Context: an optimization exercise on an open-source flow, tuned for a short achievable clock period and few clock cycles. The choices shown serve that exercise and are no tape-out recipe. In this exercise RTL edits were held to simulation tests only and were not proved equivalent to the original. Power and IR drop assume default switching activity.

### design/flow/run.sh
#!/bin/bash
# synth_recipe.tcl (not shown) runs the flow's synth.tcl, then flattens the netlist and writes it again
# the make line also repeats each setting of config.mk as NAME=value (left out here)
make -C /OpenROAD-flow-scripts/flow DESIGN_CONFIG=/design/flow/config.mk WORK_HOME=/design/flow/orfs CLKGATE_MAP_FILE= SYNTH_SCRIPT=/design/flow/synth_recipe.tcl finish
### design/flow/config.mk
export PLATFORM = sky130hd
export DESIGN_NAME = mipsCore
export DESIGN_NICKNAME = mipsCore
export VERILOG_FILES = /design/flow/design.v
export SDC_FILE = /design/flow/constraint.sdc
export NUM_CORES = 4
export LEC_CHECK = 0
export CAP_MARGIN = 20
export CORE_MARGIN = 2
export CORE_UTILIZATION = 40
export SETUP_SLACK_MARGIN = 3.5
export SLEW_MARGIN = 20
### design/flow/constraint.sdc
create_clock -name core_clock -period 7.0 [get_ports {clock}]
set_input_delay 1.4000 -clock core_clock [delete_from_list [all_inputs] [get_ports {clock}]]
set_output_delay 1.4000 -clock core_clock [all_outputs]
set_load 0.01 [all_outputs]
### design/flow/design.v
`timescale 1ns/1ps
package isaPkg;
	typedef enum logic [5:0] {
		opSpecial = 6'b000000,
		opJ = 6'b000010,
		opBeq = 6'b000100,
		opBne = 6'b000101,
		opLui = 6'b001111,
		opLw = 6'b100011,
		opLbu = 6'b100100,
		opSb = 6'b101000,
		opSw = 6'b101011
	} opcodeT;
	typedef enum logic [5:0] {
		fnBreak = 6'b001101,
		fnAdd = 6'b100000,
		fnSub = 6'b100010,
		fnAnd = 6'b100100,
		fnXor = 6'b100110
	} functT;
	typedef struct packed {
		opcodeT opcode;
		logic [5-1:0] rs;
		logic [5-1:0] rt;
		logic [5-1:0] rd;
		logic [4:0] shamt;
		functT funct;
	} rFormatT;
	typedef struct packed {
		opcodeT opcode;
		logic [5-1:0] rs;
		logic [5-1:0] rt;
		logic [15:0] imm;
	} iFormatT;
	typedef union packed {
		rFormatT r;
		iFormatT i;
	} instrWord;
endpackage
`timescale 1ns/1ps
package ctrlPkg;
	typedef enum logic [3:0] {
		stReset,
		stFetch,
		stDecode,
		stMemAddr,
		stMemRead,
		stLoadWriteBack,
		stMemWrite,
		stRExec,
		stRWriteBack,
		stOverflow,
		stBranch,
		stJump,
		stLui,
		stHalt
	} ctrlStateT;
	typedef enum logic [2:0] {
		aluAdd = 3'b001,
		aluSub = 3'b010,
		aluAnd = 3'b011,
		aluXor = 3'b110,
		aluLui = 3'b111
	} aluOpT;
	typedef enum logic {srcAPc, srcARegA} srcASelT;
	typedef enum logic [1:0] {srcBRegB, srcBStep, srcBImm, srcBBranch} srcBSelT;
	typedef enum logic [1:0] {pcAluResult, pcAluOut, pcJumpTarget, pcExcVector} pcSrcT;
	typedef enum logic {wbAluOut, wbLoadData} wbSrcT;
	typedef enum logic {accWord, accByte} accessSizeT;
endpackage
`timescale 1ns/1ps
module mipsCore (
	input logic clock,
	input logic reset,
	input logic [32-1:0] wbDatR,
	input logic wbAck,
	output logic [32-1:0] wbAdr,
	output logic [32-1:0] wbDatW,
	output logic [3:0] wbSel,
	output logic wbWe,
	output logic wbCyc,
	output logic wbStb,
	output logic halted
);
	localparam int IW = 5;             
	localparam int NL = 1 << IW;
	localparam int TW = 10 - IW;       
	localparam int DW = 5;             
	localparam int DN = 1 << DW;
	localparam int DT = 10 - DW;
	localparam int WIN = 15;           
	localparam int KEEP = 48;          
	logic busStb;
	logic busWe;
	logic busFetch;
	logic busLoad;
	logic [31:0] busAdr;
	logic [31:0] busDat;
	logic [3:0] busSel;
	logic busFree;
	assign busFree = !busStb || wbAck;
	assign wbCyc = busStb;
	assign wbStb = busStb;
	assign wbAdr = busAdr;
	assign wbDatW = busDat;
	assign wbSel = busSel;
	assign wbWe = busWe;
	logic [31:0] regs [32];
	logic [31:0] icData [NL];
	logic [9:0] icTgt [NL];
	logic [TW-1:0] icTag [NL];
	logic [NL-1:0] icPT;
	logic [NL-1:0] icValid;
	logic fbValid;
	logic fbPT;
	logic [31:0] fbAdr;
	logic [31:0] fbData;
	logic [9:0] fbTgt;
	logic [31:0] dcData [DN];
	logic [DT-1:0] dcTag [DN];
	logic [DN-1:0] dcValid;
	logic [31:0] fpc;
	logic [31:0] ppc;
	logic brkStop;
	logic dValid;
	logic dPT;
	logic [31:0] dIR;
	logic [31:0] dPc4;
	logic xValid;
	logic [31:0] xOpA;
	logic [31:0] xOpB;
	logic [31:0] xRt;
	logic [31:0] xAlt;
	logic xCin, xAdd, xSub, xAnd, xXor, xWr, xLoad, xStore, xByte, xBr, xBne, xJ, xPT, xBrk;
	logic [4:0] xDest;
	logic wWe;
	logic wTrap;
	logic [4:0] wRd;
	logic [31:0] wRes;
	logic lValid;
	logic [4:0] lRd;
	logic [31:0] lData;
	logic mValid;
	logic mByte;
	logic [31:0] mAdr;
	logic [4:0] mRd;
	logic lmValid;
	logic lmOnBus;
	logic lmByte;
	logic [31:0] lmAdr;
	logic [4:0] lmRd;
	logic sbValid;
	logic sbNew;
	logic [31:0] sbAdr;
	logic [31:0] sbDat;
	logic [3:0] sbSel;
	logic haltReg;
	logic sbIssue;
	logic lmIssue;
	logic pfIssue;
	logic [5:0] pdOp;
	logic pdJ;
	logic pdBr;
	logic [16:0] pdBrT;
	logic pdPT;
	logic [9:0] pdTgt;
	assign pdOp = wbDatR[31:26];
	assign pdJ = pdOp == 6'h02;
	assign pdBr = pdOp == 6'h04 || pdOp == 6'h05;
	assign pdBrT = {7'd0, busAdr[11:2]} + 17'd1 + {wbDatR[15], wbDatR[15:0]};
	assign pdPT = busAdr[31:12] == 20'd0 &&
		((pdJ && wbDatR[25:10] == 16'd0) ||
		(pdBr && pdBrT[16:10] == 7'd0 &&
		(wbDatR[15] || ((wbDatR[25:21] == wbDatR[20:16]) != wbDatR[26]))));
	assign pdTgt = pdJ ? wbDatR[9:0] : pdBrT[9:0];
	logic [IW-1:0] fIdx;
	logic fHitC;
	logic fHitR;
	logic fHit;
	logic [31:0] fWord;
	logic fPT;
	logic [9:0] fTgt;
	logic [31:0] fpc4;
	logic [31:0] fNext;
	assign fIdx = fpc[IW+1:2];
	assign fHitC = fpc[31:12] == 20'd0 && icValid[fIdx] && icTag[fIdx] == fpc[11:IW+2];
	assign fHitR = fbValid && fbAdr[31:2] == fpc[31:2];
	assign fHit = fHitC || fHitR;
	assign fWord = fHitC ? icData[fIdx] : fbData;
	assign fPT = fHitC ? icPT[fIdx] : fbPT;
	assign fTgt = fHitC ? icTgt[fIdx] : fbTgt;
	assign fpc4 = fpc + 32'd4;
	assign fNext = fPT ? {20'd0, fTgt, 2'b00} : fpc4;
	logic [5:0] dOp;
	logic [5:0] dFn;
	logic [4:0] dRs;
	logic [4:0] dRtF;
	logic [4:0] dRdF;
	assign dOp = dIR[31:26];
	assign dFn = dIR[5:0];
	assign dRs = dIR[25:21];
	assign dRtF = dIR[20:16];
	assign dRdF = dIR[15:11];
	logic dAdd, dSub, dAnd, dXor, dBrk, dLui, dLoad, dStore, dByte, dBr, dBne, dJ, dWr;
	logic [4:0] dDest;
	assign dAdd = dOp == 6'h00 && dFn == 6'h20;
	assign dSub = dOp == 6'h00 && dFn == 6'h22;
	assign dAnd = dOp == 6'h00 && dFn == 6'h24;
	assign dXor = dOp == 6'h00 && dFn == 6'h26;
	assign dBrk = dOp == 6'h00 && dFn == 6'h0D;
	assign dLui = dOp == 6'h0F;
	assign dLoad = dOp == 6'h23 || dOp == 6'h24;
	assign dStore = dOp == 6'h2B || dOp == 6'h28;
	assign dByte = dOp == 6'h24 || dOp == 6'h28;
	assign dBr = (dOp == 6'h04 || dOp == 6'h05) && dIR[15:0] != 16'd0;   
	assign dBne = dOp == 6'h05;
	assign dJ = dOp == 6'h02;
	assign dDest = dLui ? dRtF : dRdF;
	assign dWr = (dAdd || dSub || dAnd || dXor || dLui) && dDest != 5'd0;
	logic [4:0] xLdRd;
	logic hXr;
	logic hX;
	logic hM;
	logic hL;
	logic dHaz;
	assign xLdRd = (xValid && xLoad) ? xDest : 5'd0;
	assign hXr = xValid && xWr && (dRs == xDest || dRtF == xDest);
	assign hX = xLdRd != 5'd0 && (dRs == xLdRd || dRtF == xLdRd || dRdF == xLdRd);
	assign hM = mValid && mRd != 5'd0 && (dRs == mRd || dRtF == mRd || dRdF == mRd);
	assign hL = lmValid && lmRd != 5'd0 && (dRs == lmRd || dRtF == lmRd || dRdF == lmRd);
	assign dHaz = hXr || hX || hM || hL;
	logic [31:0] ra;
	logic [31:0] rb;
	logic [31:0] dImm;
	always_comb begin
		if (wWe && wRd == dRs)
			ra = wRes;
		else if (lValid && lRd == dRs)
			ra = lData;
		else
			ra = regs[dRs];
		if (wWe && wRd == dRtF)
			rb = wRes;
		else if (lValid && lRd == dRtF)
			rb = lData;
		else
			rb = regs[dRtF];
	end
	assign dImm = {{16{dIR[15]}}, dIR[15:0]};
	logic [31:0] sum;
	logic [31:0] xRes;
	logic ovf;
	logic taken;
	logic xHold;
	logic xGo;
	logic xAdv;
	logic dGo;
	logic dEn;
	logic redirect;
	logic [31:0] redirectPc;
	assign sum = xOpA + xOpB + {31'd0, xCin};
	assign ovf = (xAdd || xSub) && xOpA[31] == xOpB[31] && sum[31] != xOpA[31];
	always_comb begin
		if (xAnd)
			xRes = xOpA & xRt;
		else if (xXor)
			xRes = xOpA ^ xRt;
		else
			xRes = sum;
	end
	assign taken = (xOpA == xRt) != xBne;
	logic idle;
	assign idle = !sbValid && !busStb && !mValid && !lmValid;
	assign xHold = (xStore && (sbValid || mValid || lmValid)) || (xLoad && mValid && lmValid) || xBrk;
	assign xGo = xValid && !xHold && !wTrap;
	assign redirect = wTrap || (xValid && ((xBr && taken != xPT) || (xJ && !xPT)));
	assign redirectPc = wTrap ? 32'h80 : xAlt;
	assign xAdv = !xValid || !xHold || wTrap;
	assign dEn = !dValid || (!dHaz && xAdv);
	assign dGo = dValid && !dHaz && xAdv && !redirect;
	always_ff @(posedge clock) begin
		if (reset) begin
			for (int i = 0; i < 32; i++)
				regs[i] <= '0;
		end else begin
			if (lValid)
				regs[lRd] <= lData;
			if (wWe)
				regs[wRd] <= wRes;
		end
	end
	always_ff @(posedge clock) begin
		if (reset) begin
			wWe <= 1'b0;
			wTrap <= 1'b0;
		end else begin
			wWe <= xGo && xWr && !ovf;
			wTrap <= xGo && ovf;
		end
	end
	always_ff @(posedge clock) begin
		wRd <= xDest;
		wRes <= xRes;
	end
	always_ff @(posedge clock) begin
		if (reset) begin
			fpc <= 32'h0;
			dValid <= 1'b0;
		end else if (redirect) begin
			fpc <= redirectPc;
			dValid <= 1'b0;
		end else if (dEn) begin
			dValid <= fHit && !haltReg;
			if (fHit && !haltReg)
				fpc <= fNext;
		end
	end
	always_ff @(posedge clock) begin
		if (dEn) begin
			dIR <= fWord;
			dPc4 <= fpc4;
			dPT <= fPT;
		end
	end
	always_ff @(posedge clock) begin
		if (reset)
			xValid <= 1'b0;
		else if (xAdv)
			xValid <= dGo;
	end
	always_ff @(posedge clock) begin
		if (xAdv) begin
			xOpA <= dLui ? {dIR[15:0], 16'h0000} : ra;
			xOpB <= dSub ? ~rb : ((dLoad || dStore) ? dImm : (dLui ? 32'd0 : rb));
			xCin <= dSub;
			xRt <= rb;
			xAdd <= dAdd;
			xSub <= dSub;
			xAnd <= dAnd;
			xXor <= dXor;
			xWr <= dWr;
			xDest <= dLoad ? dRtF : dDest;
			xLoad <= dLoad;
			xStore <= dStore;
			xByte <= dByte;
			xBr <= dBr;
			xBne <= dBne;
			xJ <= dJ;
			xPT <= dPT;
			xBrk <= dBrk;
			xAlt <= dPT ? dPc4 : (dJ ? {dPc4[31:28], dIR[25:0], 2'b00} : dPc4 + {dImm[29:0], 2'b00});
		end
	end
	logic [DW-1:0] mIdx;
	logic mHit;
	logic mDrain;
	assign mIdx = mAdr[DW+1:2];
	assign mHit = mAdr[31:12] == 20'd0 && dcValid[mIdx] && dcTag[mIdx] == mAdr[11:DW+2];
	assign mDrain = mValid && !lmValid;
	logic [31:0] lWord;
	logic [1:0] lLane;
	logic lByte;
	assign lWord = mDrain ? dcData[mIdx] : wbDatR;
	assign lLane = mDrain ? mAdr[1:0] : busAdr[1:0];
	assign lByte = mDrain ? mByte : lmByte;
	always_ff @(posedge clock) begin
		if (reset) begin
			mValid <= 1'b0;
			lmValid <= 1'b0;
			lmOnBus <= 1'b0;
			sbValid <= 1'b0;
			sbNew <= 1'b0;
			lValid <= 1'b0;
		end else begin
			if (xGo && xLoad)
				mValid <= 1'b1;
			else if (mDrain)
				mValid <= 1'b0;
			if (mDrain && !mHit) begin
				lmValid <= 1'b1;
				lmOnBus <= 1'b0;
			end else if (busLoad && wbAck) begin
				lmValid <= 1'b0;
				lmOnBus <= 1'b0;
			end else if (lmIssue) begin
				lmOnBus <= 1'b1;
			end
			lValid <= ((mDrain && mHit) || (busLoad && wbAck)) && (mDrain ? mRd : lmRd) != 5'd0;
			sbNew <= xGo && xStore;
			if (xGo && xStore)
				sbValid <= 1'b1;
			else if (sbIssue)
				sbValid <= 1'b0;
		end
	end
	always_ff @(posedge clock) begin
		lRd <= mDrain ? mRd : lmRd;
		lData <= lByte ? {24'h0, lWord[{lLane, 3'b000} +: 8]} : lWord;
		if (xGo && xLoad) begin
			mAdr <= sum;
			mRd <= xDest;
			mByte <= xByte;
		end
		if (mDrain) begin
			lmAdr <= mAdr;
			lmRd <= mRd;
			lmByte <= mByte;
		end
		if (xGo && xStore) begin
			sbAdr <= sum;
			sbSel <= xByte ? (4'b0001 << sum[1:0]) : 4'b1111;
			sbDat <= xByte ? {4{xRt[7:0]}} : xRt;
		end
	end
	logic [DW-1:0] lIdx;
	logic [DW-1:0] sIdx;
	assign lIdx = busAdr[DW+1:2];
	assign sIdx = sbAdr[DW+1:2];
	always_ff @(posedge clock) begin
		if (reset) begin
			dcValid <= '0;
		end else if (busLoad && wbAck) begin
			if (busAdr[31:12] == 20'd0)
				dcValid[lIdx] <= 1'b1;
		end else if (sbNew) begin
			dcValid[sIdx] <= sbSel == 4'b1111 && sbAdr[31:12] == 20'd0;
		end
	end
	always_ff @(posedge clock) begin
		if (busLoad && wbAck) begin
			dcData[lIdx] <= wbDatR;
			dcTag[lIdx] <= busAdr[11:DW+2];
		end else if (sbNew) begin
			dcData[sIdx] <= sbDat;
			dcTag[sIdx] <= sbAdr[11:DW+2];
		end
	end
	logic [IW-1:0] pIdx;
	logic pCacheable;
	logic pHit;
	logic [9:0] pDist;
	logic pStream;
	logic fInFlight;
	logic pResync;
	logic rsQ;
	logic pInWin;
	logic stopAll;
	logic pfWant;
	assign pIdx = ppc[IW+1:2];
	assign pCacheable = ppc[31:12] == 20'd0;
	assign pHit = pCacheable && icValid[pIdx] && icTag[pIdx] == ppc[11:IW+2];
	assign pDist = ppc[11:2] - fpc[11:2];
	assign pStream = ppc[31:12] == fpc[31:12] && pDist < KEEP;
	assign fInFlight = busStb && busFetch && busAdr[31:2] == fpc[31:2];
	assign pResync = !pStream || (!fHit && !fInFlight && ppc != fpc);   
	assign pInWin = pDist < WIN;
	assign stopAll = haltReg || (xValid && xBrk) || (dValid && dBrk);
	assign pfWant = !rsQ && pStream && pInWin && !pHit && (pCacheable || ppc == fpc) && !stopAll &&
		(!brkStop || ppc == fpc);
	assign sbIssue = busFree && sbValid;
	assign lmIssue = busFree && !sbValid && lmValid && !lmOnBus;
	assign pfIssue = busFree && !sbValid && !(lmValid && !lmOnBus) && pfWant;
	always_ff @(posedge clock) begin
		if (reset) begin
			ppc <= 32'h0;
			brkStop <= 1'b0;
			rsQ <= 1'b0;
		end else begin
			rsQ <= pResync && !rsQ;
			if (rsQ)
				ppc <= fpc;
			else if (pfIssue || (pStream && pHit && pInWin))
				ppc <= ppc + 32'd4;
			if (rsQ)
				brkStop <= 1'b0;
			else if (busFetch && wbAck && wbDatR[31:26] == 6'h00 && wbDatR[5:0] == 6'h0D)
				brkStop <= 1'b1;
		end
	end
	always_ff @(posedge clock) begin
		if (reset) begin
			icValid <= '0;
			fbValid <= 1'b0;
		end else if (busFetch && wbAck) begin
			fbValid <= 1'b1;
			if (busAdr[31:12] == 20'd0)
				icValid[busAdr[IW+1:2]] <= 1'b1;
		end
	end
	always_ff @(posedge clock) begin
		if (busFetch && wbAck) begin
			icData[busAdr[IW+1:2]] <= wbDatR;
			icTag[busAdr[IW+1:2]] <= busAdr[11:IW+2];
			icPT[busAdr[IW+1:2]] <= pdPT;
			icTgt[busAdr[IW+1:2]] <= pdTgt;
			fbAdr <= busAdr;
			fbData <= wbDatR;
			fbPT <= pdPT;
			fbTgt <= pdTgt;
		end
	end
	always_ff @(posedge clock) begin
		if (reset) begin
			busStb <= 1'b0;
			busWe <= 1'b0;
			busFetch <= 1'b0;
			busLoad <= 1'b0;
		end else if (sbIssue) begin
			busStb <= 1'b1;
			busWe <= 1'b1;
			busFetch <= 1'b0;
			busLoad <= 1'b0;
		end else if (lmIssue) begin
			busStb <= 1'b1;
			busWe <= 1'b0;
			busFetch <= 1'b0;
			busLoad <= 1'b1;
		end else if (pfIssue) begin
			busStb <= 1'b1;
			busWe <= 1'b0;
			busFetch <= 1'b1;
			busLoad <= 1'b0;
		end else if (wbAck) begin
			busStb <= 1'b0;
			busWe <= 1'b0;
			busFetch <= 1'b0;
			busLoad <= 1'b0;
		end
	end
	always_ff @(posedge clock) begin
		if (sbIssue) begin
			busAdr <= sbAdr;
			busSel <= sbSel;
			busDat <= sbDat;
		end else if (lmIssue) begin
			busAdr <= lmAdr;
			busSel <= lmByte ? (4'b0001 << lmAdr[1:0]) : 4'b1111;
		end else if (pfIssue) begin
			busAdr <= ppc;
			busSel <= 4'b1111;
		end
	end
	logic haltNow;
	assign haltNow = xValid && xBrk && idle && !wTrap;
	always_ff @(posedge clock) begin
		if (reset)
			haltReg <= 1'b0;
		else if (haltNow)
			haltReg <= 1'b1;
	end
	assign halted = haltReg || haltNow;
endmodule
==> results of run 1 <==
## metal layers
layer	vias up	wire length, um	GRT usage
met5	-	95	0
met4	16	39000	0.125
met3	1521	72400	0.0562
met2	7844	329000	0.426
met1	65138	259000	0.350
li1	48592	-	-
## per-stage QoR
stage          area, sq um  setup slack, ns
2_1_floorplan       202000             3.12
3_3_place_gp        212000             1.56
3_5_place_dp        212000             1.65
4_1_cts             233000             3.33
5_1_grt             236000             3.23
6_report            236000             3.27
## sequential cells by signal, summed over array words and instances (netlist names), 160 cells and up, named ones only
register	cells
icTag	160
icData	1024
icTgt	320
dcData	1024
dcTag	160
regs	1024
## worst max-delay path: cells and delay by family
kind | cells | cell delay [ns]
simple gates | 2 | 1.04
compound gates | 1 | 1.03
buf+inv | 2 | 0.85
## cells in the mapped netlist (70+ instances only)
master and instances:
mux2i_1 278, xor2_1 105, inv_1 88, nor4_1 70
nand3_1 101, nand2_1 514, a22o_1 1031, o21ai_0 347
clkbuf_1 847, mux4_2 1521, nor2_1 388, a21oi_1 272
ha_1 123, buf_1 162, mux2_2 83, buf_2 73
xnor2_1 177, edfxtp_1 4234, nor3_1 106, dfxtp_1 246
a211oi_1 70
## repair_timing
item                                    in CTS  in global routing
pin swaps                                  122                118
endpoints found under the setup margin    3175               1049
endpoints found under the hold margin        0                  0
setup buffers                              256                 92
gates resized for setup                    558                370
gates cloned                                61                 16
## kinds of logic (layout without fill, tap and decap cells)
logic type	count (synthesis)	after routing	share of synthesized area
AO/OA/AOI/OAI	2096	2098	0.0777
XOR/XNOR	282	282	0.0123
adder cells (fa/ha/maj)	128	128	0.00814
buffers and inverters	1198	1899	0.0233
flip-flops	4480	4480	0.656
multiplexers	1882	1882	0.189
other	0	31	0
AND/OR/NAND/NOR	1478	1511	0.0342
## path summary, 6_finish.rpt
path	start	slack, ns	endpoint
max	wbAck	3.27	busAdr[27]
min	mAdr[22]	0.45	lmAdr[22]
max reg2reg	xOpA[2]	3.33	fpc[15]
min reg2reg	mAdr[22]	0.45	lmAdr[22]
## final cells by class
type,instances,area share
inverter,95,0.00178
clock buffer,590,0.0525
sequential,4480,0.560
antenna,31,0.000329
tap,6681,0.0354
clock inverter,266,0.0122
multi-input combinational,5901,0.294
timing repair buffer,948,0.0439
## where the power goes
part	switching, mW	internal (mW)	total, mW
sequential	0.281	29.5	29.8
clock	10.9	14.3	25.1
combinational	1.36	0.551	1.91
total	12.5	44.3	56.8
==> results by group, run 1 <==
Clock network
  – CTS buffer count: 466
  – H-tree level count: 5
  – Worst-path clk slew: 0.06 ns
  – CTS Buffer Depth: 4
  – Worst-Skew Late Latency: 1.09 ns
  – Root Buffer: clkbuf_16
  – CTS sink cnt: 4,480
  – Hold buffer count at cts: 0
  – CTS tree: yes

Timing
  – Final setup violation count: 0
  – Achievable Freq: 268 MHz
  – Hold_ws: 0.454 ns
  – Rel. slew slack: 0.120
  – Period Utilization, post-route: 0.533
  – Worst-Margin Slew: 1.32 ns
  – Crit path time final: 3.73 ns
  – Final hold violations: 0
  – Fin. max-slew vios: 0
  – Clock skew: 0.128 ns
  – Setup_tns: 0 ns
  – RSZ-0062 raised after global routing: true

Critical path
  – Crit-path slowest cell: o21ai_0
  – Critical Path Sink Type: register
  – Reg2reg path depth: 16
  – Delay of the slowest critical-path stage: 1.03 ns
  – Critical path startpoint category: input port
  – Critical path class: in -> reg
  – WP data required: 7.62 ns
  – Crit-path max FO: 42
  – Arrival time worst endpoint: 4.35 ns
  – Critical path, cell by cell: clkdlybuf4s50_1 > nor2b_2 > nand2b_1 > inv_4 > o21ai_0

Global routing
  – Global-route wire length before repair: 962,000 um
  – GRT overflow: 0
  – Tot GR Track Use: 0.266
  – Vias in the first global route: 121k
  – Largest net degree at the start of global routing: 88
  – Initial antenna violation count: 47

Drt
  – Initial DRC count: 17.5k
  – Routed WL: 699,000 um
  – Pre-Repair DR Iteration Count: 6
  – WL/cell: 36.8 um
  – Vias per cell: 6.48
  – DRC violations left: 0
  – Post-DRT Antenna Nets: 0
  – Routed vias: 123k

Hold path
  – Hold depth: 0
  – Worst hold-check path type: reg -> reg

Job
  – Max-cap check violation count: 0

Layout
  – Most frequent cells in the layout: 4,234 x edfxtp_1, 1,521 x mux4_2, 1,030 x a22o_1, 572 x buf_4, 498 x nand2_1
  – Reg area: 132,000 sq um
  – Final core occ: 0.471
  – Layout cells sized above 1: 0.316
  – Area grow syn2layout: 17.2%
  – Multi-input gate area: 69,300 sq um
  – Commonest non-fill, non-tap cell in the layout: edfxtp_1
  – Net count, final: 12.1k
  – Finished Layout Cells: 19.0k
  – FILL cells: 41.5k

Placement
  – Placed cell count: 17.7k
  – Final HPWL DP: 425,000 um
  – GPL Wtd Cong: 0.906
  – Port bufs: 106

Outcome
  – Status: timing/DRC/antenna clean

Floorplan
  – Io pins: 107
  – Initial Util: 0.402
  – Die ar.: 509,000 sq um
  – Rows: 260
  – Core area: 501,000 sq um
  – Die span in y: 714 um
  – Chip width: 714 um

Synthesis
  – Ys async rst share: 0
  – Mapped cell area: 201,000 sq um
  – Flops & latches, synth: 4,480
  – Syn_nets: 11.7k
  – Commonest register cell after synthesis: edfxtp_1
  – Largest area contributor in the netlist: edfxtp_1
  – Largest cells by area after synthesis: edfxtp_1 63%, mux4_2 17%, a22o_1 4.5%
  – Yosys warns: 1
  – Syn Area/Cell: 17.4 sq um
  – EDFF count, synth: 4,234
  – Synth cell types: 89
  – Yosys top cell area share: 0.631
  – Sequential fraction of the synthesis area: 0.656
  – Post-Synthesis Cells: 11.5k

Power
  – PwrDens: 241 nW/um^2
  – VDD IR max: 249 uV
  – Leakage Power: 77.1 nW
  – Overall power: 56.8 mW
Testbench counts, summed over its fixed seeds: cycles 27,622.
==> inputs of run 2 (changes only) <==
--- a/design/flow/design.v
+++ b/design/flow/design.v
@@ -89,7 +89,9 @@
 	localparam int DN = 1 << DW;
 	localparam int DT = 10 - DW;
 	localparam int WIN = 15;           
-	localparam int KEEP = 48;          
+	localparam int FQ = 32;            
+	localparam int FQW = 5;
+	localparam int KEEP = 80;          
 	logic busStb;
 	logic busWe;
 	logic busFetch;
@@ -154,6 +156,15 @@
 	logic [31:0] sbAdr;
 	logic [31:0] sbDat;
 	logic [3:0] sbSel;
+	logic sb1Valid;
+	logic [31:0] sb1Adr;
+	logic [31:0] sb1Dat;
+	logic [3:0] sb1Sel;
+	logic [31:0] uAdr;
+	logic [31:0] uDat;
+	logic [3:0] uSel;
+	logic [31:0] nDat;
+	logic [3:0] nSel;
 	logic haltReg;
 	logic sbIssue;
 	logic lmIssue;
@@ -224,7 +235,7 @@
 	logic hL;
 	logic dHaz;
 	assign xLdRd = (xValid && xLoad) ? xDest : 5'd0;
-	assign hXr = xValid && xWr && (dRs == xDest || dRtF == xDest);
+	assign hXr = xValid && xWr && (xAdd || xSub) && (dRs == xDest || dRtF == xDest);
 	assign hX = xLdRd != 5'd0 && (dRs == xLdRd || dRtF == xLdRd || dRdF == xLdRd);
 	assign hM = mValid && mRd != 5'd0 && (dRs == mRd || dRtF == mRd || dRdF == mRd);
 	assign hL = lmValid && lmRd != 5'd0 && (dRs == lmRd || dRtF == lmRd || dRdF == lmRd);
@@ -232,14 +243,22 @@
 	logic [31:0] ra;
 	logic [31:0] rb;
 	logic [31:0] dImm;
+	logic xFast;
+	logic [31:0] xFastRes;
+	assign xFast = xValid && xWr && !xAdd && !xSub;
+	assign xFastRes = xAnd ? (xOpA & xRt) : (xXor ? (xOpA ^ xRt) : xOpA);
 	always_comb begin
-		if (wWe && wRd == dRs)
+		if (xFast && xDest == dRs)
+			ra = xFastRes;
+		else if (wWe && wRd == dRs)
 			ra = wRes;
 		else if (lValid && lRd == dRs)
 			ra = lData;
 		else
 			ra = regs[dRs];
-		if (wWe && wRd == dRtF)
+		if (xFast && xDest == dRtF)
+			rb = xFastRes;
+		else if (wWe && wRd == dRtF)
 			rb = wRes;
 		else if (lValid && lRd == dRtF)
 			rb = lData;
@@ -270,8 +289,8 @@
 	end
 	assign taken = (xOpA == xRt) != xBne;
 	logic idle;
-	assign idle = !sbValid && !busStb && !mValid && !lmValid;
-	assign xHold = (xStore && (sbValid || mValid || lmValid)) || (xLoad && mValid && lmValid) || xBrk;
+	assign idle = !sbValid && !sb1Valid && !busStb && !mValid && !lmValid;
+	assign xHold = (xStore && (sb1Valid || mValid || lmValid)) || (xLoad && mValid && lmValid) || xBrk;
 	assign xGo = xValid && !xHold && !wTrap;
 	assign redirect = wTrap || (xValid && ((xBr && taken != xPT) || (xJ && !xPT)));
 	assign redirectPc = wTrap ? 32'h80 : xAlt;
@@ -369,6 +388,7 @@
 			lmValid <= 1'b0;
 			lmOnBus <= 1'b0;
 			sbValid <= 1'b0;
+			sb1Valid <= 1'b0;
 			sbNew <= 1'b0;
 			lValid <= 1'b0;
 		end else begin
@@ -387,10 +407,13 @@
 			end
 			lValid <= ((mDrain && mHit) || (busLoad && wbAck)) && (mDrain ? mRd : lmRd) != 5'd0;
 			sbNew <= xGo && xStore;
-			if (xGo && xStore)
+			if (sbIssue) begin
+				sbValid <= sb1Valid || (xGo && xStore);
+				sb1Valid <= sb1Valid && xGo && xStore;
+			end else if (xGo && xStore) begin
 				sbValid <= 1'b1;
-			else if (sbIssue)
-				sbValid <= 1'b0;
+				sb1Valid <= sbValid;
+			end
 		end
 	end
 	always_ff @(posedge clock) begin
@@ -406,16 +429,30 @@
 			lmRd <= mRd;
 			lmByte <= mByte;
 		end
-		if (xGo && xStore) begin
+		if (sbIssue && sb1Valid) begin
+			sbAdr <= sb1Adr;
+			sbSel <= sb1Sel;
+			sbDat <= sb1Dat;
+		end else if (sbIssue || !sbValid) begin
 			sbAdr <= sum;
-			sbSel <= xByte ? (4'b0001 << sum[1:0]) : 4'b1111;
-			sbDat <= xByte ? {4{xRt[7:0]}} : xRt;
+			sbSel <= nSel;
+			sbDat <= nDat;
+		end
+		if (xGo && xStore) begin
+			sb1Adr <= sum;
+			sb1Sel <= nSel;
+			sb1Dat <= nDat;
+			uAdr <= sum;
+			uSel <= nSel;
+			uDat <= nDat;
 		end
 	end
+	assign nSel = xByte ? (4'b0001 << sum[1:0]) : 4'b1111;
+	assign nDat = xByte ? {4{xRt[7:0]}} : xRt;
 	logic [DW-1:0] lIdx;
 	logic [DW-1:0] sIdx;
 	assign lIdx = busAdr[DW+1:2];
-	assign sIdx = sbAdr[DW+1:2];
+	assign sIdx = uAdr[DW+1:2];
 	always_ff @(posedge clock) begin
 		if (reset) begin
 			dcValid <= '0;
@@ -423,7 +460,7 @@
 			if (busAdr[31:12] == 20'd0)
 				dcValid[lIdx] <= 1'b1;
 		end else if (sbNew) begin
-			dcValid[sIdx] <= sbSel == 4'b1111 && sbAdr[31:12] == 20'd0;
+			dcValid[sIdx] <= uSel == 4'b1111 && uAdr[31:12] == 20'd0;
 		end
 	end
 	always_ff @(posedge clock) begin
@@ -431,10 +468,44 @@
 			dcData[lIdx] <= wbDatR;
 			dcTag[lIdx] <= busAdr[11:DW+2];
 		end else if (sbNew) begin
-			dcData[sIdx] <= sbDat;
-			dcTag[sIdx] <= sbAdr[11:DW+2];
+			dcData[sIdx] <= uDat;
+			dcTag[sIdx] <= uAdr[11:DW+2];
 		end
 	end
+	logic [31:0] fqData [FQ];
+	logic [9:0] fqTgt [FQ];
+	logic [FQ-1:0] fqPT;
+	logic [FQW-1:0] fqHead;
+	logic [FQW:0] fqCount;
+	logic [31:0] fqHAdr;
+	logic fqEmpty;
+	logic [9:0] hDist;
+	logic [9:0] bDist;
+	logic [31:0] fqTAdr;
+	logic fillAck;
+	logic bAhead;
+	logic fillToFq;
+	logic fillToC;
+	logic fqDrain;
+	logic fqDrop;
+	logic fqPop;
+	logic fpcInFq;
+	assign fqEmpty = fqCount == '0;
+	assign hDist = fqHAdr[11:2] - fpc[11:2];
+	assign bDist = busAdr[11:2] - fpc[11:2];
+	assign fqTAdr = fqHAdr + {25'd0, fqCount, 2'b00};
+	assign fillAck = busFetch && wbAck;
+	assign bAhead = bDist >= WIN && bDist < 10'd512;
+	logic toFqQ;
+	logic toCQ;
+	logic drainQ;
+	logic dropQ;
+	assign fillToFq = fillAck && !rsQ && toFqQ;
+	assign fillToC = fillAck && toCQ && !fillToFq;
+	assign fqDrain = !fqEmpty && drainQ && !fillToC;
+	assign fqDrop = !fqEmpty && dropQ;
+	assign fqPop = fqDrain || fqDrop;
+	assign fpcInFq = !fqEmpty && {1'b0, fpc[11:2] - fqHAdr[11:2]} < {5'd0, fqCount};
 	logic [IW-1:0] pIdx;
 	logic pCacheable;
 	logic pHit;
@@ -443,7 +514,7 @@
 	logic fInFlight;
 	logic pResync;
 	logic rsQ;
-	logic pInWin;
+	logic pRoom;
 	logic stopAll;
 	logic pfWant;
 	assign pIdx = ppc[IW+1:2];
@@ -452,11 +523,11 @@
 	assign pDist = ppc[11:2] - fpc[11:2];
 	assign pStream = ppc[31:12] == fpc[31:12] && pDist < KEEP;
 	assign fInFlight = busStb && busFetch && busAdr[31:2] == fpc[31:2];
-	assign pResync = !pStream || (!fHit && !fInFlight && ppc != fpc);   
-	assign pInWin = pDist < WIN;
+	assign pResync = !pStream || (!fHit && !fInFlight && !fpcInFq && ppc != fpc);   
+	assign pRoom = pDist < WIN + FQ - 2 && fqCount < FQ - 1;
 	assign stopAll = haltReg || (xValid && xBrk) || (dValid && dBrk);
-	assign pfWant = !rsQ && pStream && pInWin && !pHit && (pCacheable || ppc == fpc) && !stopAll &&
-		(!brkStop || ppc == fpc);
+	assign pfWant = !rsQ && pStream && pRoom && !(pHit && fqEmpty) && (pCacheable || ppc == fpc) &&
+		!stopAll && (!brkStop || ppc == fpc);
 	assign sbIssue = busFree && sbValid;
 	assign lmIssue = busFree && !sbValid && lmValid && !lmOnBus;
 	assign pfIssue = busFree && !sbValid && !(lmValid && !lmOnBus) && pfWant;
@@ -469,30 +540,69 @@
 			rsQ <= pResync && !rsQ;
 			if (rsQ)
 				ppc <= fpc;
-			else if (pfIssue || (pStream && pHit && pInWin))
+			else if (pfIssue || (pStream && pHit && fqEmpty && pRoom))
 				ppc <= ppc + 32'd4;
 			if (rsQ)
 				brkStop <= 1'b0;
-			else if (busFetch && wbAck && wbDatR[31:26] == 6'h00 && wbDatR[5:0] == 6'h0D)
+			else if (fillAck && wbDatR[31:26] == 6'h00 && wbDatR[5:0] == 6'h0D)
 				brkStop <= 1'b1;
 		end
 	end
 	always_ff @(posedge clock) begin
+		toFqQ <= busAdr[31:12] == 20'd0 && (fqEmpty ? bAhead : busAdr[31:2] == fqTAdr[31:2]);
+		toCQ <= busAdr[31:12] == 20'd0 && !bAhead;
+		if (fqPop) begin
+			drainQ <= hDist < WIN - 2;
+			dropQ <= hDist >= 10'd511;
+		end else begin
+			drainQ <= hDist < WIN - 1;
+			dropQ <= hDist >= 10'd512;
+		end
+	end
+	always_ff @(posedge clock) begin
+		if (reset || rsQ) begin
+			fqCount <= '0;
+		end else begin
+			if (fillToFq && !fqPop)
+				fqCount <= fqCount + 1'b1;
+			else if (fqPop && !fillToFq)
+				fqCount <= fqCount - 1'b1;
+		end
+	end
+	always_ff @(posedge clock) begin
+		if (fqPop) begin
+			fqHAdr <= fqHAdr + 32'd4;
+			fqHead <= fqHead + 1'b1;
+		end else if (fqEmpty) begin
+			fqHAdr <= busAdr;
+		end
+		if (fillToFq) begin
+			fqData[fqHead + fqCount[FQW-1:0]] <= wbDatR;
+			fqPT[fqHead + fqCount[FQW-1:0]] <= pdPT;
+			fqTgt[fqHead + fqCount[FQW-1:0]] <= pdTgt;
+		end
+	end
+	logic [IW-1:0] cIdx;
+	assign cIdx = fillToC ? busAdr[IW+1:2] : fqHAdr[IW+1:2];
+	always_ff @(posedge clock) begin
 		if (reset) begin
 			icValid <= '0;
 			fbValid <= 1'b0;
-		end else if (busFetch && wbAck) begin
-			fbValid <= 1'b1;
-			if (busAdr[31:12] == 20'd0)
-				icValid[busAdr[IW+1:2]] <= 1'b1;
+		end else begin
+			if (fillAck)
+				fbValid <= 1'b1;
+			if (fillToC || fqDrain)
+				icValid[cIdx] <= 1'b1;
 		end
 	end
 	always_ff @(posedge clock) begin
-		if (busFetch && wbAck) begin
-			icData[busAdr[IW+1:2]] <= wbDatR;
-			icTag[busAdr[IW+1:2]] <= busAdr[11:IW+2];
-			icPT[busAdr[IW+1:2]] <= pdPT;
-			icTgt[busAdr[IW+1:2]] <= pdTgt;
+		if (fillToC || fqDrain) begin
+			icData[cIdx] <= fillToC ? wbDatR : fqData[fqHead];
+			icTag[cIdx] <= fillToC ? busAdr[11:IW+2] : fqHAdr[11:IW+2];
+			icPT[cIdx] <= fillToC ? pdPT : fqPT[fqHead];
+			icTgt[cIdx] <= fillToC ? pdTgt : fqTgt[fqHead];
+		end
+		if (fillAck) begin
 			fbAdr <= busAdr;
 			fbData <= wbDatR;
 			fbPT <= pdPT;
==> run 2 against run 1 <==
  * Critical path type is now reg -> reg
  * Register-to-register slack got worse by 0.31 ns
  * Worst setup slack worse by 0.25 ns
  * Fmax shrank 6.2%
  * Sequential power rose by 33%
  * Clock-buffer cell count up 196
==> results by group, run 2 <==
Outcome
  – Status: timing/DRC/antenna clean

Critical path
  – Crit-path slowest cell: mux2_4
  – Worst path bufs/invs: 5 (+3)
  – WP data required: 7.90 ns (+0.28 ns)
  – R2R Setup Slk: 3.02 ns (-0.31 ns)
  – Reg2reg path depth: 17 (+1)
  – Arrival time worst endpoint: 4.89 ns (+0.54 ns)
  – Top delay family on crit path: compound AO/OA/AOI/OAI gates
  – Delay of the slowest critical-path stage: 0.40 ns (-0.63 ns)
  – Critical path depth: 17 (+12)
  – Crit-path max FO: 8 (-81%)
  – Critical path startpoint category: register
  – Critical Path Sink Type: register
  – Critical path class: reg -> reg
  – Critical path, cell by cell: buf_12 > buf_6 > buf_12 > clkinvlp_4 > ha_4 > inv_4 > fa_2 > nor2b_4 > o2111ai_2 > nand3_2 > o2111a_1 > nor2_2 > o2111ai_2 > o31ai_4 > a41o_4 > mux2_4 > mux2_2

Synthesis
  – Mapped cell area: 264,000 sq um (+31%)
  – Syn_nets: 15.1k (+29%)
  – Synth top cells by count: 5,713 x edfxtp_1, 1,915 x mux4_2, 1,028 x a22o_1, 966 x clkbuf_1, 657 x nand2_1
  – Flops & latches, synth: 5,975 (+33%)
  – Largest area contributor in the netlist: edfxtp_1
  – Synth cell types: 91 (+2.2%)
  – Yosys warns: 1 (unchanged)
  – EDFF count, synth: 5,713 (+35%)
  – Post-Synthesis Cells: 14.9k (+29%)
  – Ys async rst share: 0 (unchanged)
  – Syn Area/Cell: 17.7 sq um (+1.7%)
  – Sequential fraction of the synthesis area: 0.670 (+0.0140)
  – Top-count cell post-synth: edfxtp_1
  – Yosys top cell area share: 0.650 (+0.0186)
  – Largest cells by area after synthesis: edfxtp_1 65%, mux4_2 16%, a22o_1 3.4%
  – Commonest register cell after synthesis: edfxtp_1

Clock network
  – Root Buffer: clkbuf_16
  – CTS tree: yes
  – Worst-path clk slew: 0.06 ns (about the same)
  – Worst-Skew Late Latency: 1.16 ns (+0.07 ns)
  – CTS buffer count: 621 (+33%)
  – CTS sink cnt: 5,975 (+33%)
  – CTS Buffer Depth: 4 (unchanged)
  – H-tree level count: 6 (+1)

Floorplan
  – Io pins: 107 (unchanged)
  – Rows: 298 (+15%)
  – Die ar.: 666,000 sq um (+31%)
  – Initial Util: 0.401 (-0.000627)
  – Die span in y: 816 um (+14%)
  – Core area: 658,000 sq um (+31%)
  – Chip width: 816 um (+14%)

Global routing
  – Initial antenna violation count: 66 (+40%)
  – Largest net degree at the start of global routing: 93 (+5.7%)
  – Tot GR Track Use: 0.255 (-0.0110)
  – Global-route wire length before repair: 1,210,000 um (+26%)
  – GRT overflow: 0 (unchanged)
  – Vias in the first global route: 151k (+25%)

Drt
  – Routed WL: 883,000 um (+26%)
  – Pre-Repair DR Iteration Count: 8 (+2)
  – Initial DRC count: 24.1k (+38%)
  – Routed vias: 158k (+29%)
  – WL/cell: 35.6 um (-3.4%)
  – Vias per cell: 6.38 (-1.6%)
  – Post-DRT Antenna Nets: 0 (unchanged)
  – DRC violations left: 0 (unchanged)

Placement
  – Placed cell count: 23.0k (+30%)
  – Port bufs: 106 (unchanged)
  – GPL Wtd Cong: 0.913 (+0.85%)
  – Final HPWL DP: 528,000 um (+24%)
  – Pre-CTS setup slack: 1.25 ns (-0.402 ns)

Power
  – Switching portion of total power: 0.219 (-0.000675)
  – VDD IR max: 186 uV (-25%)
  – PwrDens: 239 nW/um^2 (-0.54%)
  – Flop pwr share: 0.532 (+0.008)
  – Logic pwr share: 0.031 (-0.003)
  – Internal Power: 58.1 mW (+31%)
  – Clock power share: 0.437 (-0.005)
  – Net Switching: 16.3 mW (+31%)
  – Leakage Power: 101 nW (+30%)

Layout
  – Layout cells sized above 1: 0.318 (+0.00231)
  – Reg area: 177,000 sq um (+34%)
  – Net count, final: 15.8k (+31%)
  – Multi-input gate area: 87,900 sq um (+27%)
  – Finished Layout Cells: 24.8k (+31%)
  – Area grow syn2layout: 17.8%
  – FILL cells: 54.5k (+31%)
  – Commonest non-fill, non-tap cell in the layout: edfxtp_1
  – Most frequent cells in the layout: 5,713 x edfxtp_1, 1,915 x mux4_2, 1,028 x a22o_1, 770 x buf_4, 648 x clkbuf_16

Timing
  – Period Utilization, post-route: 0.569 (+0.0354)
  – Achievable Freq: 251 MHz (-6.2%)
  – Clock skew: 0.114 ns (-0.0145 ns)
  – Fin. max-slew vios: 0 (unchanged)
  – Final setup violation count: 0 (unchanged)
  – Crit path time final: 3.98 ns (+0.248 ns)
  – PnR worst setup slack: 3.02 ns (-0.248 ns)
  – Final hold violations: 0 (unchanged)
  – Rel. slew slack: 0.180 (+0.0602)
  – Setup_tns: 0 ns (unchanged)
  – Worst-Margin Slew: 1.21 ns (-0.107 ns)
  – RSZ-0062 raised after global routing: true

Hold path
  – Worst hold-check path type: reg -> reg
  – Hold depth: 0 (unchanged)

Job
  – Max-cap check violation count: 0 (unchanged)
run 2: cell count changes in the layout (fill, tap and decap cells not counted), sizes merged, moves of 56 or more:
cell,before,now
clkinv,191,249
mux2i,278,412
xnor2,177,240
edfxtp,4234,5713
clkbuf,605,804
nor2,404,603
mux4,1521,1915
inv,102,158
mux2,83,141
nand2,521,660
a21oi,273,470
buf,855,1217
nand2b,32,106
ha,123,180
run 2: worst paths after layout:
kind,startpoint,end
worst max-delay path,busAdr[3],icPT[6]
worst min-delay path,sbDat[30],busDat[30]
worst max register to register,busAdr[3],icPT[6]
worst min register to register,sbDat[30],busDat[30]
run 2: logic make-up after synthesis:
| kind of cell | share of synthesized area |
|---|---|
| compound gates | 0.0681 |
| mux | 0.185 |
| xor+xnor | 0.0129 |
| flops | 0.670 |
| simple gates | 0.0347 |
| buf+inv | 0.0202 |
| fa+ha+maj | 0.00937 |
run 2: per-layer routing:
layer / wire, um / share of wire / global-route usage
met3: 96000 / 0.11 / 0.0555
met2: 393000 / 0.45 / 0.383
met4: 45200 / 0.051 / 0.109
met1: 349000 / 0.39 / 0.363
met5: 100 / 0.00011 / 0
run 2: cell type report:
cell class,count,share of cell area
clock buffers,786,0.0532
inverters,147,0.00208
flip-flops and latches,5975,0.569
well taps,8700,0.0350
repair inverters,3,0.0000845
clock inverters,325,0.00999
diodes,71,0.000571
repair buffers,1303,0.0470
multi-input cells,7518,0.283
run 2: what timing repair did:
item	in CTS	in global routing
buffers inserted	397	134
gates cloned	61	23
pin swaps	217	139
setup endpoints to repair	5677	4655
hold buffers	0	0
resized for setup	1049	372
run 2: per-stage QoR:
stage / total power [mW] / area, sq um / hold WS, ns / util
after CTS: 74.7 / 307000 / 0.398 / 0.467
final: 74.5 / 311000 / 0.407 / 0.472
after global placement: 42.3 / 279000 / 0.404 / 0.423
after floorplan: 41.3 / 265000 / 0.363 / -
after detailed placement: 42.4 / 279000 / 0.405 / 0.424
after global routing: 76.2 / 311000 / 0.415 / 0.472
run 2: power by group through the flow:
stage	Combinational, mW	Sequential, mW	Clock, mW
final	2.33	39.6	32.5
after detailed placement	2.05	40.3	0
after global placement	2.01	40.3	0
after global routing	2.38	39.6	34.2
after floorplan	1.18	40.1	0
after CTS	2.20	39.6	32.9
run 2: worst register-to-register path, stage by stage, from the launching register on:
cell	delay (ns)
edfxtp_1	0.37
buf_12	0.12
buf_6	0.09
buf_12	0.10
clkinvlp_4	0.16
ha_4	0.37
inv_4	0.04
fa_2	0.38
nor2b_4	0.15
o2111ai_2	0.13
nand3_2	0.11
o2111a_1	0.23
nor2_2	0.07
o2111ai_2	0.21
o31ai_4	0.12
a41o_4	0.37
mux2_4	0.42
mux2_2	0.30
Testbench counts of run 2, summed over its fixed seeds: cycles 25,728.
==> inputs of run 3 (changes only) <==
--- a/design/flow/design.v
+++ b/design/flow/design.v
@@ -97,6 +97,7 @@
 	logic busFetch;
 	logic busLoad;
 	logic [31:0] busAdr;
+	logic [10:0] busA1;                
 	logic [31:0] busDat;
 	logic [3:0] busSel;
 	logic busFree;
@@ -178,7 +179,7 @@
 	assign pdOp = wbDatR[31:26];
 	assign pdJ = pdOp == 6'h02;
 	assign pdBr = pdOp == 6'h04 || pdOp == 6'h05;
-	assign pdBrT = {7'd0, busAdr[11:2]} + 17'd1 + {wbDatR[15], wbDatR[15:0]};
+	assign pdBrT = {6'd0, busA1} + {wbDatR[15], wbDatR[15:0]};
 	assign pdPT = busAdr[31:12] == 20'd0 &&
 		((pdJ && wbDatR[25:10] == 16'd0) ||
 		(pdBr && pdBrT[16:10] == 7'd0 &&
@@ -648,6 +649,7 @@
 		end else if (pfIssue) begin
 			busAdr <= ppc;
 			busSel <= 4'b1111;
+			busA1 <= {1'b0, ppc[11:2]} + 11'd1;
 		end
 	end
 	logic haltNow;
@@ -658,5 +660,5 @@
 		else if (haltNow)
 			haltReg <= 1'b1;
 	end
-	assign halted = haltReg || haltNow;
+	assign halted = haltReg;
 endmodule
==> run 3 against run 2 <==
  * Still clean
  * First-iteration DRC count up 3.5%
  * Flip-flop and latch count rose by 11
  * Clock power rose by 2%
  * Global-route usage grew 0.70 points
  * Power is 0.89% higher
  * Die area grew 0.12%
  * Final cell count decreased by 0.62%
  * Fmax increased by 4.7%
  * Critical path type unchanged
==> results by group, run 3 <==
Critical path
  – Critical path, cell by cell: ha_4 > nor4_4 > nand4_1 > o21a_1 > o211a_1 > o31ai_4 > nand2b_1 > buf_4 > a211oi_4 > buf_6 > or4b_1 > o311ai_1
  – Reg2reg path depth: 12 (-5)
  – Crit-path max FO: 5 (-3)
  – Arrival time worst endpoint: 4.84 ns (-0.05 ns)
  – Crit-path slowest cell: edfxtp_1
  – Critical path class: reg -> reg
  – WP data required: 8.04 ns (+0.14 ns)
  – Critical Path Sink Type: register
  – Delay of the slowest critical-path stage: 0.46 ns (+0.06 ns)
  – Critical path startpoint category: register

Global routing
  – GR Layer Usage met2: 0.389 (+0.00657)
  – Layer with the highest usage: met2
  – Largest net degree at the start of global routing: 99 (+6.5%)
  – Grt met3 use: 0.0719 (+0.0164)
  – Initial antenna violation count: 53 (-20%)
  – GRT overflow: 0 (unchanged)
  – Global-route wire length before repair: 1,230,000 um (+1.8%)
  – Tot GR Track Use: 0.263 (+0.00705)
  – Met1 usage in global routing: 0.367 (+0.00426)
  – Vias in the first global route: 152k (+0.67%)

Layout
  – Commonest non-fill, non-tap cell in the layout: edfxtp_1
  – Final core occ: 0.469 (-0.00335)
  – Layout cells sized above 1: 0.309 (-0.00882)
  – Net count, final: 15.6k (-1.0%)
  – Most frequent cells in the layout: 5,724 x edfxtp_1, 1,945 x mux4_2, 1,029 x a22o_1, 735 x buf_4, 675 x nand2_1
  – Area grow syn2layout: 16.9%
  – Final instance area: 309,000 sq um (-0.65%)

Drt
  – DRC violations left: 0 (unchanged)
  – Pre-Repair DR Iteration Count: 7 (-1)
  – Routed vias: 159k (+0.53%)
  – Initial DRC count: 25.0k (+3.5%)
  – Post-DRT Antenna Nets: 0 (unchanged)
  – WL/cell: 36.7 um (+3.3%)
  – Vias per cell: 6.45 (+1.2%)
  – Routed WL: 906,000 um (+2.6%)

Synthesis
  – Flops & latches, synth: 5,986 (+0.18%)
  – Yosys warns: 1 (unchanged)
  – Commonest register cell after synthesis: edfxtp_1
  – Yosys top cell area share: 0.650 (about the same)
  – EDFF count, synth: 5,724 (+0.19%)
  – Largest area contributor in the netlist: edfxtp_1
  – Post-Synthesis Cells: 14.9k (+0.0067%)
  – Synth cell types: 95 (+4.4%)
  – Sequential fraction of the synthesis area: 0.670 (about the same)
  – Syn_nets: 15.1k (-0.020%)
  – Mapped cell area: 264,000 sq um (+0.12%)
  – Ys async rst share: 0 (unchanged)
  – Top-count cell post-synth: edfxtp_1
  – Synth top cells by count: 5,724 x edfxtp_1, 1,945 x mux4_2, 1,029 x a22o_1, 963 x clkbuf_1, 706 x nand2_1
  – Syn Area/Cell: 17.8 sq um (+0.12%)
  – Largest cells by area after synthesis: edfxtp_1 65%, mux4_2 17%, a22o_1 3.4%

Floorplan
  – Die span in y: 817 um (about the same)
  – Die ar.: 667,000 sq um (+0.12%)
  – Initial Util: 0.401 (about the same)
  – Rows: 298 (unchanged)
  – Chip width: 817 um (about the same)
  – Io pins: 107 (unchanged)
  – Core area: 658,000 sq um (about the same)

Timing
  – RSZ-0062 raised after global routing: true
  – Clock skew: 0.0902 ns (-0.0233 ns)
  – Final hold violations: 0 (unchanged)
  – Crit path time final: 3.80 ns (-0.179 ns)
  – Final setup violation count: 0 (unchanged)
  – Rel. slew slack: 0.209 (+0.0284)
  – Fin. max-slew vios: 0 (unchanged)
  – Period Utilization, post-route: 0.543 (-0.0256)
  – Worst-Margin Slew: 1.18 ns (-0.0298 ns)
  – Setup_tns: 0 ns (unchanged)
  – Achievable Freq: 263 MHz (+4.7%)

Hold path
  – Hold depth: 0 (unchanged)
  – Worst hold-check path type: reg -> reg

Clock network
  – H-tree level count: 6 (unchanged)
  – CTS buffer count: 626 (+0.81%)
  – CTS Buffer Depth: 4 (unchanged)
  – Worst-Skew Late Latency: 1.17 ns (about the same)
  – CTS tree: yes
  – Root Buffer: clkbuf_16
  – Worst-path clk slew: 0.06 ns (about the same)
  – CTS sink cnt: 5,986 (+0.18%)

Placement
  – Port bufs: 106 (unchanged)
  – Final HPWL DP: 531,000 um (+0.62%)
  – Placed cell areas: 279,000 sq um (about the same)
  – GPL Wtd Cong: 0.920 (+0.69%)

Power
  – Net Switching: 16.5 mW (+1.1%)
  – VDD IR max: 210 uV (+13%)
  – Leakage Power: 100 nW (-0.48%)
  – Internal Power: 58.6 mW (+0.82%)
  – Logic pwr share: 0.031 (about the same)
  – Clock power share: 0.443 (+0.006)
  – PwrDens: 243 nW/um^2 (+1.6%)
  – Flop pwr share: 0.526 (-0.006)
  – Switching portion of total power: 0.220 (+0.000555)

Job
  – Max-cap check violation count: 0 (unchanged)

Outcome
  – Status: timing/DRC/antenna clean
-- run 3: cell count changes after synthesis, moves of 24 or more --
| cell | delta |
|---|---|
| mux4_2 | +30 |
| nor2_1 | +32 |
| a21o_1 | +24 |
| nand2_1 | +49 |
| buf_2 | +36 |
| buf_1 | -41 |
| nor2b_1 | -32 |
| mux2i_1 | -68 |
| o211ai_1 | -25 |
| o21ai_0 | +30 |
-- run 3: layout make-up --
class                   count  area [sq um]
inverters                 169           697
well taps                8700         10900
fillers                 54943        350000
clock buffers             783         16600
flip-flops and latches   5986        177000
diodes                     53           133
clock inverters           353          3620
repair buffers           1161         12500
multi-input cells        7468         87200
-- run 3: routing by layer --
layer | share of wire | vias up | wire, um
li1 | - | 62389 | -
met1 | 0.39 | 84598 | 353000
met2 | 0.44 | 10258 | 399000
met3 | 0.12 | 1967 | 107000
met4 | 0.052 | 18 | 47200
met5 | 0.00036 | - | 326
-- run 3: cells by family after synthesis --
| logic type | after synthesis | synth area share |
|---|---|---|
| xor gates and xnor gates | 389 | 0.0129 |
| and+or+nand+nor | 2012 | 0.0348 |
| AOI/OAI and AO/OA | 2428 | 0.0664 |
| DFF | 5986 | 0.670 |
| muxes | 2444 | 0.186 |
| buffers and inverters | 1427 | 0.0208 |
| adders and majority gates | 187 | 0.00917 |
-- run 3: worst max-delay path, delay by kind of cell, from the launching register on --
family | cells | cell delay (ns)
flops | 1 | 0.46
buf+inv | 2 | 0.36
fa+ha+maj | 1 | 0.31
compound gates | 5 | 1.19
simple gates | 4 | 1.36
-- run 3: path summary, 6_finish.rpt --
path                to      from  slack [ns]
min          busDat[7]  sbDat[7]        0.38
min reg2reg  busDat[7]  sbDat[7]        0.38
max reg2reg    fpc[29]  xOpA[12]        3.20
max            fpc[29]  xOpA[12]        3.20
-- run 3: repair_timing --
action	in CTS	in global routing
setup endpoints to repair	6126	1527
pin swaps	109	136
hold buffers	0	0
buffers inserted	245	153
gates cloned	38	20
gates resized for setup	660	427
-- run 3: per-stage QoR --
step | total power [mW] | hold slack, ns | setup WS [ns] | instances
final | 75.1 | 0.385 | 3.20 | 24673
after detailed placement | 42.3 | 0.410 | 1.10 | 23027
after CTS | 75.3 | 0.418 | 3.23 | 24446
after global routing | 76.8 | 0.422 | 3.18 | 24628
after global placement | 42.3 | 0.407 | 1.13 | 23025
after floorplan | 41.3 | 0.363 | 2.60 | 14873
-- run 3: power groups by stage --
stage | Sequential [mW] | Clock (mW) | Combinational, mW
detailed placement | 40.3 | 0 | 2.07
global route | 39.5 | 34.9 | 2.37
global placement | 40.3 | 0 | 2.05
finish | 39.5 | 33.3 | 2.33
CTS | 39.5 | 33.6 | 2.18
floorplan | 40.2 | 0 | 1.10
Testbench counts of run 3, summed over its fixed seeds: cycles 25,776.
==> inputs of run 4 (changes only) <==
--- a/design/flow/design.v
+++ b/design/flow/design.v
@@ -69,6 +69,34 @@
 	typedef enum logic {accWord, accByte} accessSizeT;
 endpackage
 `timescale 1ns/1ps
+module aluUnit (
+	input logic [31:0] a,
+	input logic [31:0] b,
+	input logic cin,
+	output logic [31:0] s
+);
+	logic [31:0] g [6];
+	logic [31:0] p [6];
+	assign g[0] = (a & b) | {31'd0, (a[0] ^ b[0]) & cin};
+	assign p[0] = a ^ b;
+	genvar k;
+	genvar i;
+	generate
+		for (k = 0; k < 5; k++) begin : g_level
+			for (i = 0; i < 32; i++) begin : g_bit
+				if (i >= (1 << k)) begin : g_merge
+					assign g[k + 1][i] = g[k][i] | (p[k][i] & g[k][i - (1 << k)]);
+					assign p[k + 1][i] = p[k][i] & p[k][i - (1 << k)];
+				end else begin : g_pass
+					assign g[k + 1][i] = g[k][i];
+					assign p[k + 1][i] = p[k][i];
+				end
+			end
+		end
+	endgenerate
+	assign s = p[0] ^ {g[5][30:0], cin};
+endmodule
+`timescale 1ns/1ps
 module mipsCore (
 	input logic clock,
 	input logic reset,
@@ -278,7 +306,12 @@
 	logic dEn;
 	logic redirect;
 	logic [31:0] redirectPc;
-	assign sum = xOpA + xOpB + {31'd0, xCin};
+	aluUnit adder (
+		.a(xOpA),
+		.b(xOpB),
+		.cin(xCin),
+		.s(sum)
+	);
 	assign ovf = (xAdd || xSub) && xOpA[31] == xOpB[31] && sum[31] != xOpA[31];
 	always_comb begin
 		if (xAnd)
@@ -516,6 +549,10 @@
 	logic pResync;
 	logic rsQ;
 	logic pRoom;
+	logic pcValid;                     
+	logic [31:0] pcAdr;
+	logic [10:0] pcA1;
+	logic pcTake;
 	logic stopAll;
 	logic pfWant;
 	assign pIdx = ppc[IW+1:2];
@@ -523,25 +560,33 @@
 	assign pHit = pCacheable && icValid[pIdx] && icTag[pIdx] == ppc[11:IW+2];
 	assign pDist = ppc[11:2] - fpc[11:2];
 	assign pStream = ppc[31:12] == fpc[31:12] && pDist < KEEP;
-	assign fInFlight = busStb && busFetch && busAdr[31:2] == fpc[31:2];
+	assign fInFlight = (busStb && busFetch && busAdr[31:2] == fpc[31:2]) || (pcValid && pcAdr[31:2] == fpc[31:2]);
 	assign pResync = !pStream || (!fHit && !fInFlight && !fpcInFq && ppc != fpc);   
-	assign pRoom = pDist < WIN + FQ - 2 && fqCount < FQ - 1;
+	assign pRoom = pDist < WIN + FQ - 3 && fqCount < FQ - 2;
 	assign stopAll = haltReg || (xValid && xBrk) || (dValid && dBrk);
 	assign pfWant = !rsQ && pStream && pRoom && !(pHit && fqEmpty) && (pCacheable || ppc == fpc) &&
 		!stopAll && (!brkStop || ppc == fpc);
 	assign sbIssue = busFree && sbValid;
 	assign lmIssue = busFree && !sbValid && lmValid && !lmOnBus;
-	assign pfIssue = busFree && !sbValid && !(lmValid && !lmOnBus) && pfWant;
+	assign pfIssue = busFree && !sbValid && !(lmValid && !lmOnBus) && pcValid && !rsQ && !stopAll;
+	assign pcTake = pfWant && (!pcValid || pfIssue);
 	always_ff @(posedge clock) begin
 		if (reset) begin
 			ppc <= 32'h0;
 			brkStop <= 1'b0;
 			rsQ <= 1'b0;
+			pcValid <= 1'b0;
 		end else begin
 			rsQ <= pResync && !rsQ;
 			if (rsQ)
+				pcValid <= 1'b0;
+			else if (pcTake)
+				pcValid <= 1'b1;
+			else if (pfIssue)
+				pcValid <= 1'b0;
+			if (rsQ)
 				ppc <= fpc;
-			else if (pfIssue || (pStream && pHit && fqEmpty && pRoom))
+			else if (pcTake || (pStream && pHit && fqEmpty && pRoom && !pcValid))
 				ppc <= ppc + 32'd4;
 			if (rsQ)
 				brkStop <= 1'b0;
@@ -561,6 +606,12 @@
 		end
 	end
 	always_ff @(posedge clock) begin
+		if (pcTake) begin
+			pcAdr <= ppc;
+			pcA1 <= {1'b0, ppc[11:2]} + 11'd1;
+		end
+	end
+	always_ff @(posedge clock) begin
 		if (reset || rsQ) begin
 			fqCount <= '0;
 		end else begin
@@ -647,9 +698,9 @@
 			busAdr <= lmAdr;
 			busSel <= lmByte ? (4'b0001 << lmAdr[1:0]) : 4'b1111;
 		end else if (pfIssue) begin
-			busAdr <= ppc;
+			busAdr <= pcAdr;
 			busSel <= 4'b1111;
-			busA1 <= {1'b0, ppc[11:2]} + 11'd1;
+			busA1 <= pcA1;
 		end
 	end
 	logic haltNow;
==> run 4 against run 3 <==
  * Still clean
  * Critical path depth is 2 lower
  * Final cell count rose by 1.9%
  * Sequential share of layout area fell by 0.49 points
  * Worst setup slack worse by 0.26 ns
  * Power rose by 1.9%
  * Combinational power up 14%
  * Clock skew up 0.048 ns
  * Cell area increased by 1.6%
  * Critical path type unchanged
==> results by group, run 4 <==
Floorplan
  – Rows: 299 (+0.34%)
  – Io pins: 107 (unchanged)
  – Die ar.: 672,000 sq um (+0.68%)
  – Core area: 663,000 sq um (+0.68%)
  – Die span in y: 820 um (+0.34%)
  – Chip width: 820 um (+0.34%)
  – Initial Util: 0.401 (about the same)

Clock network
  – Root Buffer: clkbuf_16
  – CTS buffer count: 639 (+2.1%)
  – Worst-path clk slew: 0.06 ns (about the same)
  – CTS tree: yes
  – H-tree level count: 6 (unchanged)
  – CTS sink cnt: 6,030 (+0.74%)
  – Worst-Skew Late Latency: 1.15 ns (-0.02 ns)
  – CTS Buffer Depth: 4 (unchanged)

Synthesis
  – Syn_nets: 15.2k (+0.61%)
  – Commonest register cell after synthesis: edfxtp_1
  – Sequential fraction of the synthesis area: 0.671 (about the same)
  – Top-count cell post-synth: edfxtp_1
  – Synth cell types: 92 (-3.2%)
  – Syn Area/Cell: 17.8 sq um (about the same)
  – Yosys top cell area share: 0.651 (about the same)
  – Largest area contributor in the netlist: edfxtp_1
  – Flops & latches, synth: 6,030 (+0.74%)
  – EDFF count, synth: 5,767 (+0.75%)
  – Mapped cell area: 266,000 sq um (+0.68%)
  – Synth top cells by count: 5,767 x edfxtp_1, 1,942 x mux4_2, 1,048 x a22o_1, 1,014 x clkbuf_1, 623 x nand2_1
  – Ys async rst share: 0 (unchanged)
  – Largest cells by area after synthesis: edfxtp_1 65%, mux4_2 16%, a22o_1 3.4%
  – Yosys warns: 4 (+3)
  – Post-Synthesis Cells: 15.0k (+0.61%)

Placement
  – GPL Wtd Cong: 0.960 (+4.4%)
  – Final HPWL DP: 558,000 um (+5.0%)
  – Placed cell count: 23.3k (+1.3%)
  – Port bufs: 106 (unchanged)

Critical path
  – WP data required: 7.95 ns (-0.09 ns)
  – Critical Path Sink Type: register
  – Arrival time worst endpoint: 5.01 ns (+0.17 ns)
  – Delay of the slowest critical-path stage: 0.57 ns (+0.11 ns)
  – Crit path top cell by count: or4_4
  – Crit-path slowest cell: mux4_2
  – Worst path bufs/invs: 0 (-2)
  – Critical path class: reg -> reg
  – Critical path, cell by cell: mux4_2 > a22oi_2 > nand2_2 > or4_4 > a2111o_1 > o31ai_4 > nand3_2 > or4_4 > or3_1 > a311oi_1
  – Critical path startpoint category: register
  – Crit-path max FO: 7 (+2)
  – Top delay family on crit path: simple AND/OR/NAND/NOR gates

Drt
  – Initial DRC count: 25.4k (+1.8%)
  – Vias per cell: 6.45 (about the same)
  – DRC violations left: 0 (unchanged)
  – Pre-Repair DR Iteration Count: 8 (+1)
  – WL/cell: 37.1 um (+0.92%)
  – Post-DRT Antenna Nets: 0 (unchanged)
  – Routed WL: 932,000 um (+2.8%)
  – Routed vias: 162k (+1.8%)

Global routing
  – Tot GR Track Use: 0.268 (+0.00569)
  – Global-route wire length before repair: 1,270,000 um (+2.6%)
  – Largest net degree at the start of global routing: 112 (+13%)
  – GRT overflow: 0 (unchanged)
  – Vias in the first global route: 154k (+1.5%)
  – Initial antenna violation count: 79 (+49%)

Job
  – Max-cap check violation count: 0 (unchanged)

Power
  – VDD IR max: 263 uV (+25%)
  – PwrDens: 244 nW/um^2 (+0.23%)
  – Leakage Power: 102 nW (+2.0%)

Timing
  – Setup_tns: 0 ns (unchanged)
  – Final hold violations: 0 (unchanged)
  – RSZ-0062 raised after global routing: true
  – Worst-Margin Slew: 1.23 ns (+0.0444 ns)
  – Rel. slew slack: 0.182 (-0.0267)
  – Period Utilization, post-route: 0.580 (+0.0365)
  – Clock skew: 0.138 ns (+0.0478 ns)
  – Achievable Freq: 246 MHz (-6.3%)
  – Final setup violation count: 0 (unchanged)
  – Fin. max-slew vios: 0 (unchanged)
  – Crit path time final: 4.06 ns (+0.255 ns)

Outcome
  – Status: timing/DRC/antenna clean

Layout
  – Final core occ: 0.473 (+0.00438)
  – Finished Layout Cells: 25.1k (+1.9%)
  – Area grow syn2layout: 18.0%
  – Most frequent cells in the layout: 5,767 x edfxtp_1, 1,944 x mux4_2, 1,048 x a22o_1, 833 x buf_4, 673 x clkbuf_16
  – Layout cells sized above 1: 0.316 (+0.00700)
  – Commonest non-fill, non-tap cell in the layout: edfxtp_1
  – Net count, final: 15.9k (+1.6%)

Hold path
  – Worst hold-check path type: reg -> reg
run 4: cell types whose count changed after synthesis, moves of 20 or more:
cell      delta
nand2_1     -83
buf_2       -45
xnor2_1     +40
o22ai_1     -25
nor2b_1     +23
a32o_1      +20
a21oi_1     -42
edfxtp_1    +43
clkbuf_1    +51
inv_1       +26
nor2_1      -20
nor4_1      +21
run 4: stage by stage:
stage	area, sq um	setup WS (ns)	total power, mW	hold WS, ns
after floorplan	267000	2.80	41.8	0.363
after global placement	281000	0.558	43.0	0.401
after detailed placement	281000	0.522	43.0	0.405
after CTS	309000	3.05	76.6	0.418
after global routing	314000	2.93	78.2	0.422
final	314000	2.94	76.5	0.418
run 4: final cells by class:
type,count,area (sq um)
multi-input combinational,7478,88100
inverter,196,791
tap,8879,11100
clock inverter,334,3550
sequential,6030,179000
antenna,59,148
timing repair inverter,1,5.00
fill,55132,349000
timing repair buffer,1322,14600
clock buffer,833,17000
run 4: final timing paths:
check	cells past startpoint	endpoint	slack [ns]	start
max	10	ppc[29]	2.94	register
min	0	busA1[6]	0.42	pcA1[6]
max reg2reg	10	ppc[29]	2.94	register
min reg2reg	0	busA1[6]	0.42	pcA1[6]
run 4: per-layer routing:
metal | GRT usage | vias to the layer above | routed length (um)
li1 | - | 63173 | -
met4 | 0.121 | 30 | 51100
met5 | 0.000494 | - | 241
met3 | 0.0751 | 2199 | 114000
met2 | 0.393 | 10975 | 407000
met1 | 0.374 | 85744 | 359000
run 4: power breakdown:
part | internal, mW | switching (mW)
combinational | 0.788 | 1.86
sequential | 39.6 | 0.356
clock | 19.1 | 14.7
run 4: cells by family (layout without fill, tap and decap cells):
| logic type | Yosys count | in the layout | share of synthesized area |
|---|---|---|---|
| DFF | 6030 | 6030 | 0.671 |
| buffers and inverters | 1473 | 2686 | 0.0210 |
| adders and majority gates | 188 | 188 | 0.00912 |
| and+or+nand+nor | 1987 | 2001 | 0.0348 |
| xor gates and xnor gates | 410 | 410 | 0.0135 |
| AOI/OAI and AO/OA | 2445 | 2447 | 0.0673 |
| other | 0 | 59 | 0 |
| muxes | 2431 | 2432 | 0.184 |
run 4: worst register-to-register path, delay by kind of cell, from the launching register on:
kind,cells,cell delay [ns]
simple gates,5,1.54
compound gates,4,1.32
mux,1,0.58
flops,1,0.46
run 4: repair_timing:
| action | 4_1_cts | 5_1_grt |
|---|---|---|
| pin swaps | 182 | 154 |
| buffers inserted | 309 | 194 |
| hold buffers | 0 | 0 |
| cloned | 53 | 29 |
| endpoints found under the setup margin | 7102 | 2438 |
| resized for setup | 882 | 431 |
| endpoints found under the hold margin | 0 | 0 |
Testbench counts of run 4, summed over its fixed seeds: cycles 25,905.
